Source: an optimization exercise on an open RTL-to-GDS flow (aim: small area). Production flows keep margins and buffers that such runs may drop. In this exercise RTL edits were held to simulation tests only and were not proved equivalent to the original. Power figures rest on the tool's default switching activity, not on a simulated workload.

<file path="flow/run.sh">
#!/bin/bash
# synth_recipe.tcl (not shown) runs the flow's synth.tcl, then flattens the netlist and writes it again
# the make line also repeats each setting of config.mk as NAME=value (left out here)
make -C /OpenROAD-flow-scripts/flow DESIGN_CONFIG=/design/flow/config.mk WORK_HOME=/design/flow/orfs CLKGATE_MAP_FILE= SYNTH_SCRIPT=/design/flow/synth_recipe.tcl finish
</file>
<file path="flow/config.mk">
export PLATFORM = sky130hd
export DESIGN_NAME = menu_show_top
export DESIGN_NICKNAME = menu_show_top
export VERILOG_FILES = /design/flow/design.v
export SDC_FILE = /design/flow/constraint.sdc
export NUM_CORES = 4
export LEC_CHECK = 0
export CAP_MARGIN = 20
export CORE_MARGIN = 2
export CORE_UTILIZATION = 40
export SLEW_MARGIN = 20
</file>
<file path="flow/design.v">
`default_nettype none
package menu_pkg;
    typedef logic [7:0]  glyph_t;        
    typedef logic [8:0]  coord_t;        
    typedef logic [15:0] color_t;        
    typedef logic [6:0]  slot_t;         
    typedef logic [2:0]  note_t;
    typedef logic [1:0]  song_sel_t;
    typedef logic [6:0]  song_len_t;
    typedef logic [63:0] song_name_t;       
    typedef union packed {
        logic [350:0]      flat;
        note_t [116:0]     notes;
    } score_u;
endpackage
`default_nettype wire
`default_nettype none
module char_sequencer (
    input  wire   sys_clk,
    input  wire   sys_rst_n,
    input  wire   init_done,
    input  wire   show_char_done,
    output logic  show_char_flag,
    output menu_pkg::slot_t slot
);
    logic [1:0] dly_cnt;
    always_ff @(posedge sys_clk or negedge sys_rst_n) begin
        if (!sys_rst_n) begin
            dly_cnt <= 2'd0;
        end else if (init_done) begin
            dly_cnt <= dly_cnt + 2'd1;       
        end else begin
            dly_cnt <= 2'd0;
        end
    end
    always_ff @(posedge sys_clk or negedge sys_rst_n) begin
        if (!sys_rst_n) begin
            show_char_flag <= 1'b0;
        end else begin
            show_char_flag <= init_done && (dly_cnt == 2'd3);
        end
    end
    always_ff @(posedge sys_clk or negedge sys_rst_n) begin
        if (!sys_rst_n) begin
            slot <= '0;
        end else if (init_done && show_char_done) begin
            slot <= (slot == 7'd108 - 7'd1) ? '0 : slot + 7'd1;
        end
    end
endmodule
`default_nettype wire
`default_nettype none
module practice_tracker (
    input  wire           sys_clk,
    input  wire           sys_rst_n,
    input  wire           init_done,
    input  wire           is_pressed,
    input  wire     [3:0] keyboard_data,
    output menu_pkg::score_u        sv_score,
    output menu_pkg::song_len_t     sv_remaining,
    output menu_pkg::song_name_t    sv_name
);
    localparam logic [2:0] ST_IDLE    = 3'd0;
    localparam logic [2:0] ST_PRESSED = 3'd1;
    localparam logic [2:0] ST_JUDGE   = 3'd2;
    localparam logic [2:0] ST_ADVANCE = 3'd3;
    localparam logic [2:0] ST_SELECT  = 3'd4;
    localparam logic [2:0] ST_LOAD    = 3'd5;
    localparam logic [2:0] ST_HOLD    = 3'd6;
    logic [2:0] state;
    logic [3:0] key_q;
    menu_pkg::song_sel_t  song_sel;
    menu_pkg::score_u     rom_score;
    menu_pkg::song_len_t  rom_len;
    menu_pkg::song_name_t rom_name;
    always_comb begin
        case (song_sel)
            2'd0: begin
                rom_score.flat = 351'o35321235321212122335356532112532132355235321323551212233535653211253213235523532132355;
                rom_len        = 7'd86;
                rom_name       = 64'h2020514843202020;
            end
            2'd1: begin
                rom_score.flat = 351'o1642624616426122146622146611353645123213111353645123213112214662214665366332765617113536451232131113536451232131;
                rom_len        = 7'd112;
                rom_name       = 64'h2020433431382020;
            end
            2'd2: begin
                rom_score.flat = 351'o5612322352332363233235713332265633656335365636712612333226563365633536563;
                rom_len        = 7'd73;
                rom_name       = 64'h2020205A48202020;
            end
            default: begin
                rom_score.flat = 351'o3335422216656211234321213443521665621123424565654421222611212225441222245656654212216121225442122;
                rom_len        = 7'd97;
                rom_name       = 64'h2020514259202020;
            end
        endcase
    end
    always_ff @(posedge sys_clk) begin
        if (state == ST_PRESSED) begin
            key_q <= keyboard_data;          
        end
    end
    always_ff @(posedge sys_clk or negedge sys_rst_n) begin
        if (!sys_rst_n) begin
            state          <= ST_IDLE;
            song_sel       <= 2'd0;
            sv_score.flat  <= 351'o35321235321212122335356532112532132355235321323551212233535653211253213235523532132355;
            sv_remaining   <= 7'd86;
            sv_name        <= 64'h2020514843202020;
        end else if (init_done) begin
            case (state)
                ST_IDLE:    state <= is_pressed ? ST_PRESSED : ST_IDLE;
                ST_PRESSED: state <= ST_JUDGE;
                ST_JUDGE: begin
                    if (key_q == {1'b0, sv_score.notes[0]}) begin
                        state <= ST_ADVANCE;
                    end else if (key_q == 4'hF || key_q == 4'hE) begin
                        state <= ST_SELECT;
                    end else begin
                        state <= ST_HOLD;
                    end
                end
                ST_ADVANCE: begin
                    if (sv_remaining <= 7'd1) begin      
                        sv_score     <= rom_score;
                        sv_remaining <= rom_len;
                    end else begin
                        sv_score.flat <= sv_score.flat >> 3;
                        sv_remaining  <= sv_remaining - 7'd1;
                    end
                    state <= ST_HOLD;
                end
                ST_SELECT: begin
                    song_sel <= (key_q == 4'hF) ? song_sel - 2'd1 : song_sel + 2'd1;
                    state    <= ST_LOAD;
                end
                ST_LOAD: begin
                    sv_score     <= rom_score;           
                    sv_remaining <= rom_len;
                    sv_name      <= rom_name;
                    state        <= ST_HOLD;
                end
                default:    state <= is_pressed ? ST_HOLD : ST_IDLE;
            endcase
        end
    end
endmodule
`default_nettype wire
`default_nettype none
module glyph_mapper (
    input  wire        sys_clk,
    input  wire        sys_rst_n,
    input  wire        init_done,
    input  wire menu_pkg::slot_t slot,
    input  wire  [1:0] scale,
    input  menu_pkg::score_u     sv_score,
    input  menu_pkg::song_len_t  sv_remaining,
    input  menu_pkg::song_name_t sv_name,
    output menu_pkg::glyph_t     ascii_num
);
    localparam logic [63:0] TITLE_TXT  = "KeyBoard";
    localparam logic [71:0] ROW_TXT    = {"LOW", "MID", "HIG"};
    localparam logic [47:0] SAMPLE_TXT = "SAMPLE";
    menu_pkg::slot_t  rel;
    menu_pkg::slot_t  row;
    menu_pkg::slot_t  col;
    menu_pkg::slot_t  pos;
    menu_pkg::glyph_t glyph_next;
    always_comb begin
        rel        = slot - 7'd8;
        row        = rel / 7'd20;
        col        = rel % 7'd20;
        pos        = (slot - 7'd91) >> 1;    
        glyph_next = 8'd0;
        if (slot < 7'd8) begin
            glyph_next = TITLE_TXT[6'(7 - slot[2:0]) * 8 +: 8] - 8'd32;
        end else if (slot < 7'd68) begin
            if (col < 7'd3) begin
                glyph_next = ROW_TXT[7'(8 - (row[1:0] * 3 + col[1:0])) * 8 +: 8] - 8'd32;
            end else if (col == 7'd3) begin
                glyph_next = 8'd30;
            end else if (col == 7'd19) begin
                glyph_next = (row == menu_pkg::slot_t'(scale)) ? 8'd28 : 8'd0;
            end else if (col[0]) begin
                glyph_next = 8'd16 + menu_pkg::glyph_t'((col - 7'd3) >> 1);    
            end
        end else if (slot < 7'd74) begin
            glyph_next = SAMPLE_TXT[6'(5 - 3'(slot - 7'd68)) * 8 +: 8] - 8'd32;
        end else begin
            case (slot)
                7'd74:   glyph_next = 8'd26;
                7'd76:   glyph_next = 8'd30;
                7'd78:   glyph_next = 8'd28;
                7'd88:   glyph_next = 8'd13;
                7'd89:   glyph_next = 8'd30;
                7'd77: begin
                    case (scale)
                        2'd0:    glyph_next = "L" - 8'd32;
                        2'd1:    glyph_next = "M" - 8'd32;
                        default: glyph_next = "H" - 8'd32;
                    endcase
                end
                default: begin
                    if (slot >= 7'd80 && slot <= 7'd87) begin
                        glyph_next = sv_name[6'(7'd87 - slot) * 8 +: 8] - 8'd32;
                    end else if (slot >= 7'd91 && slot[0]) begin
                        glyph_next = (pos < sv_remaining) ?
                                     8'd16 + menu_pkg::glyph_t'(sv_score.notes[pos]) :
                                     8'd0;
                    end
                end
            endcase
        end
    end
    always_ff @(posedge sys_clk or negedge sys_rst_n) begin
        if (!sys_rst_n) begin
            ascii_num <= 8'd0;
        end else if (init_done) begin
            ascii_num <= glyph_next;
        end else begin
            ascii_num <= 8'd0;
        end
    end
endmodule
`default_nettype wire
`default_nettype none
module char_style (
    input  wire        sys_clk,
    input  wire        sys_rst_n,
    input  wire        init_done,
    input  wire menu_pkg::slot_t slot,
    input  wire  [1:0] scale,
    input  wire        is_pressed,
    input  wire  [3:0] keyboard_data,
    input  menu_pkg::song_len_t  sv_remaining,
    output menu_pkg::color_t     background_color,
    output menu_pkg::color_t     front_color
);
    menu_pkg::slot_t  rel;
    menu_pkg::slot_t  row;
    menu_pkg::slot_t  col;
    logic   key_hit;
    menu_pkg::color_t bg_next;
    menu_pkg::color_t fg_next;
    always_comb begin
        rel     = slot - 7'd8;
        row     = rel / 7'd20;
        col     = rel % 7'd20;
        key_hit = is_pressed && (keyboard_data >= 4'd1 && keyboard_data <= 4'd7) &&
                  row == menu_pkg::slot_t'(scale) && col >= 7'd4 &&
                  ((col - 7'd4) >> 1) + 7'd1 == menu_pkg::slot_t'(keyboard_data);
        bg_next = 16'hE73F;
        fg_next = 16'h0000;
        if (slot < 7'd68) begin
            bg_next = 16'hAF7D;
            if (slot >= 7'd8 && col < 7'd3) begin   
                bg_next = 16'h815B;
                fg_next = 16'hFFFF;
            end else if (slot >= 7'd8 && key_hit) begin
                bg_next = 16'hFA20;
                fg_next = 16'hFFFF;
            end
        end else if (slot < 7'd75) begin                         
            bg_next = 16'hF810;
            fg_next = 16'hFFFF;
        end else if (slot == 7'd77) begin                        
            bg_next = 16'h815B;
            fg_next = 16'hFFFF;
        end else if (slot >= 7'd80 && slot <= 7'd87) begin
            bg_next = 16'h97F9;
        end else if (slot == 7'd91 && sv_remaining != 7'd0) begin
            bg_next = 16'hBFD9;
            fg_next = 16'h815B;
        end
    end
    always_ff @(posedge sys_clk or negedge sys_rst_n) begin
        if (!sys_rst_n) begin
            background_color <= 16'hFFFF;
            front_color      <= 16'h0000;
        end else if (init_done) begin
            background_color <= bg_next;
            front_color      <= fg_next;
        end else begin
            background_color <= 16'hFFFF;
            front_color      <= 16'h0000;
        end
    end
endmodule
`default_nettype wire
`default_nettype none
module char_placement (
    input  wire        sys_clk,
    input  wire        sys_rst_n,
    input  wire        init_done,
    input  wire menu_pkg::slot_t slot,
    output menu_pkg::coord_t     start_x,
    output menu_pkg::coord_t     start_y
);
    menu_pkg::slot_t  rel;
    menu_pkg::slot_t  row;
    menu_pkg::slot_t  col;
    menu_pkg::coord_t x_next;
    menu_pkg::coord_t y_next;
    always_comb begin
        rel = slot - 7'd8;
        row = rel / 7'd20;         
        col = rel % 7'd20;
        if (slot < 7'd8) begin
            x_next = 9'd48 + (menu_pkg::coord_t'(slot) << 3);
            y_next = 9'd0;
        end else begin
            x_next = 9'd1 + (menu_pkg::coord_t'(col) << 3);    
            y_next = ((row < 7'd3) ? 9'd32 : 9'd48) + (menu_pkg::coord_t'(row) << 4);
        end
    end
    always_ff @(posedge sys_clk or negedge sys_rst_n) begin
        if (!sys_rst_n) begin
            start_x <= '0;
            start_y <= '0;
        end else if (init_done) begin
            start_x <= x_next;
            start_y <= y_next;
        end else begin
            start_x <= '0;
            start_y <= '0;
        end
    end
endmodule
`default_nettype wire
`default_nettype none
module menu_show_top (
    input  wire         sys_clk,
    input  wire         sys_rst_n,
    input  wire         init_done,
    input  wire         show_char_done,
    input  wire         is_pressed,
    input  wire   [3:0] keyboard_data,
    input  wire   [1:0] scale,
    output wire         show_char_flag,
    output wire menu_pkg::glyph_t ascii_num,
    output wire menu_pkg::coord_t start_x,
    output wire menu_pkg::coord_t start_y,
    output wire menu_pkg::color_t background_color,
    output wire menu_pkg::color_t front_color
);
    menu_pkg::slot_t slot;
    menu_pkg::score_u     sv_score;       
    menu_pkg::song_len_t  sv_remaining;   
    menu_pkg::song_name_t sv_name;
    char_sequencer i_seq (
        .sys_clk, .sys_rst_n, .init_done, .show_char_done,
        .show_char_flag, .slot
    );
    practice_tracker i_tracker (
        .sys_clk, .sys_rst_n, .init_done, .is_pressed, .keyboard_data,
        .sv_score, .sv_remaining, .sv_name
    );
    glyph_mapper i_glyph (
        .sys_clk, .sys_rst_n, .init_done, .slot, .scale,
        .sv_score, .sv_remaining, .sv_name, .ascii_num
    );
    char_style i_style (
        .sys_clk, .sys_rst_n, .init_done, .slot, .scale, .is_pressed, .keyboard_data,
        .sv_remaining, .background_color, .front_color
    );
    char_placement i_place (
        .sys_clk, .sys_rst_n, .init_done, .slot, .start_x, .start_y
    );
endmodule
`default_nettype wire
</file>
<file path="flow/constraint.sdc">
create_clock -name core_clock -period 10.0 [get_ports {sys_clk}]
set_input_delay 2.0000 -clock core_clock [delete_from_list [all_inputs] [get_ports {sys_clk}]]
set_output_delay 2.0000 -clock core_clock [all_outputs]
set_load 0.01 [all_outputs]
</file>
==> run notes <==
layout by cell type (no fill, tap or decap), types with 12 or more instances in the layout:
cell type / Yosys / final
nand2_1: 480 / 480
o21ai_0: 398 / 398
a21oi_1: 254 / 254
dfrtp_1: 241 / 241
dfstp_2: 156 / 156
nor2_1: 120 / 117
nand3_1: 67 / 67
clkdlybuf4s50_1: 0 / 60
ha_1: 47 / 47
clkbuf_16: 0 / 46
mux4_2: 40 / 40
inv_1: 36 / 35
buf_4: 27 / 31
a31oi_1: 20 / 20
xnor2_1: 20 / 19
nor3_1: 19 / 18
mux2i_1: 12 / 12
a211oi_1: 12 / 12
clkbuf_1: 152 / 12
per-layer routing:
metal | track usage | part of all wire | vias up
li1 | - | - | 8148
met1 | 0.306 | 0.46 | 8445
met2 | 0.344 | 0.46 | 453
met3 | 0.0300 | 0.053 | 112
met4 | 0.0728 | 0.027 | 2
met5 | 0 | 0.00022 | -
cells by family (layout without fill, tap and decap cells):
group           Yosys count  after routing  share of synthesized area
compound gates          798            798                      0.212
xor+xnor                 28             28                     0.0126
fa+ha+maj                48             48                     0.0288
buf+inv                 251            218                     0.0508
flops                   401            401                      0.485
mux                      64             64                     0.0549
other cells               2              8                   0.000355
simple gates            774            774                      0.156
how the worst max path moves through the flow:
stage	to	slack [ps]
2_1_floorplan	i_glyph.ascii_num[1]	4730
3_3_place_gp	i_glyph.ascii_num[1]	3290
3_5_place_dp	i_glyph.ascii_num[0]	3090
4_1_cts	i_glyph.ascii_num[0]	3070
5_1_grt	i_glyph.ascii_num[1]	2520
6_report	i_glyph.ascii_num[0]	2920
state kept, by name, indices dropped and copies added, names as in the netlist, 2 cells and up:
| register | count |
|---|---|
| i_tracker.sv_name | 10 |
| i_place.start_y | 4 |
| i_style.background_color | 13 |
| i_seq.slot | 7 |
| i_place.start_x | 7 |
| i_tracker.sv_remaining | 7 |
| i_style.front_color | 2 |
| i_tracker.key_q | 4 |
| i_tracker.state | 3 |
| i_tracker.sv_score | 331 |
| i_glyph.ascii_num | 8 |
| i_seq.dly_cnt | 2 |
| i_tracker.song_sel | 2 |
final cells by class:
cell class | instances | share of cell area
inverter | 39 | 0.00620
clock inverter | 14 | 0.00779
multi-input combinational | 1720 | 0.419
clock buffer | 69 | 0.0571
timing repair buffer | 96 | 0.0396
sequential | 401 | 0.434
tap | 688 | 0.0365
worst max-delay path: stages, from the launching register on:
cell       delay, ps
dfrtp_1          960
clkinv_1         570
ha_1             820
and4bb_1         340
o32ai_1          380
a211o_1          260
o31a_1           470
o22ai_1          210
nand2_1          180
inv_1            120
ha_1             290
inv_1             40
ha_1             260
inv_1             60
ha_1             160
inv_1             60
fa_1             380
inv_1             80
ha_1             290
nor4b_1          340
a2111oi_0        120
a2111oi_0        520
power breakdown:
part           leakage (uW)  internal, uW  switching, uW  total (uW)
combinational       0.00423          1950           3000        4950
sequential          0.00478          2510            516        3030
clock              0.000752          1010            694        1700
total               0.00976          5470           4210        9680
per-stage QoR:
stage | hold slack [ps] | setup slack (ps) | instances
3_3_place_gp | 418 | 3290 | 2943
5_1_grt | 443 | 2520 | 3027
3_5_place_dp | 419 | 3090 | 2943
4_1_cts | 432 | 3070 | 3026
2_1_floorplan | 403 | 4730 | 2372
6_report | 428 | 2920 | 3027
==> key figures <==
Status
  – Outcome: complete, no violations

Global routing
  – Global-route usage over all layers: 0.217
  – First-pass GRT wire length: roughly 94 mm
  – Largest net degree at the start of global routing: ~300
  – Initial antenna violation count: 1
  – GRT overflow: 0
  – Vias in the first global route: approximately 17000

Worst setup path
  – Crit path max fanout: 29
  – R2R Path End: i_glyph.ascii_num[0]
  – Crit end category: flip-flop
  – WP data required: roughly 10000 ps
  – Reg2reg path depth: 21
  – R2r startpoint: i_seq.slot[3]
  – CP Class: reg2reg
  – Critical path launch point: i_seq.slot[3]
  – CP Launch Type: flip-flop
  – Setup slack, reg-to-reg: 2920 ps
  – Critical Path AT: ~7500 ps

Floorplanning
  – Die Height: 234 um
  – Die area: approximately 55000 sq um
  – Initial core utilization: 0.403
  – Core area: between 50000 and 60000 sq um
  – Ports: 70
  – Die Width: 234 um
  – Site Rows: 84

Route
  – Wirelength per Cell: 19.5 um
  – DR iter-0 viols: about 1700
  – Final ANT Viol Nets: 0
  – DRT Pass-1 Iters: 7
  – Via count: ~17000
  – DR DRC count: 0
  – Total routed wirelength: 58.9 mm
  – Vias/cell: approximately 5.7

Timing
  – Fin. Hold Viols: 0
  – Unrepaired setup endpoints after global routing: no
  – Final Critical Period: around 7100 ps
  – Final Skew: slightly below 30 ps
  – Count of final setup violators: 0
  – Slew Viols, Final: 0
  – Setup tns final: 0 ps
  – Slew headroom: 0.120
  – Fmax: around 140 MHz
  – Tightest Pin Transition: between 1000 and 1500 ps
  – Period utilization: 0.708

Run
  – Max cap viols: 0

Final layout
  – Flip-flop and latch area: 10200 sq um
  – Final core occ: 0.450
  – Nets: ~2400
  – Share of layout cells above drive strength 1: 0.147
  – Synth-to-layout area growth: 11.7%
  – Antenna Cells: 0
  – Fillers: around 4900
  – Area taken by multi-input logic gates: 9880 sq um
  – Fin area: around 24000 sq um

Synth
  – Most common cell in the synthesized netlist: nand2_1
  – Number of synthesized flops with an enable pin: 4
  – Synth warn: 5
  – Post-synth ARST share: 0.990
  – Synth area leader: dfrtp_1
  – Synthesized flop and latch total: 401
  – Main synth FF type: dfrtp_1
  – Gate Count Post-Synth: roughly 2400
  – Post-Syn Area: 21100 sq um
  – Post-synth cell types: 87
  – Synth Area per Inst: 8.94 sq um
  – Synth top area share: 0.285
  – Synth area leaders: dfrtp_1, dfstp_2, o21ai_0, nand2_1, a21oi_1
  – Seq/Total Area, Yosys: 0.485
  – Most frequent cells after synthesis: nand2_1, o21ai_0, a21oi_1, dfrtp_1, dfstp_2

Hold path
  – Hold path endpoint: i_seq.dly_cnt[0]
  – Hold Path Cell Cnt: 1
  – Hold_sp: i_seq.dly_cnt[0]
  – Hold WC Path Type: reg2reg

Power
  – Lkg Pwr: about 0.0098 uW
  – P per Cell Area: 410 nW/um^2
  – VDD IR max: ~0.22 mV
  – Total power: approximately 9700 uW

CTS
  – TritonCTS clock tree: yes
  – Postcts setup bufs: 0
  – Clock tree buffer depth: 3
  – Clock transition at the registers of the reported paths: 60 ps
  – Cells resized by post-CTS repair: 0
  – # hold bufs at CTS: 0
  – Later-pin clock latency in the skew report: roughly 600 ps
  – H-tree Lvls: 2
  – # clock sinks: 401
  – CTS root buf: clkbuf_16
  – Number of CTS-inserted buffers: 45

Placed design
  – Area after DPL: 22000 sq um
  – Placed wire-length estimate: 35.9 mm
  – RePlAce Congestion: 0.938
  – Input/output buffers: between 60 and 70

==> re-timing with driven ports <==
Ports are ideal in the flow. The routed layout listed here was re-timed in OpenROAD. Step 1 sets driving cells, clkbuf_16 on the clock port and buf_2 on the other inputs (assumed; they add their load-dependent delay and slew). Step 2 times the ports against the registers' clock, not the clock port: input delays grow and output delays shrink by t, the midpoint of the rising clock arrivals with the driver on. a / b / c = ideal ports / drivers / drivers and shift; a / b = the first two.
shift t [ns]: 0.638
setup slack, ns: 2.917 / 2.917 / 2.917
worst register clock-pin slew, ns: 0.07 / 0.07
After both steps this run still meets setup and hold. The setup slack of this run moves by 0.000 ns with the drivers and by 0.000 ns with both steps.
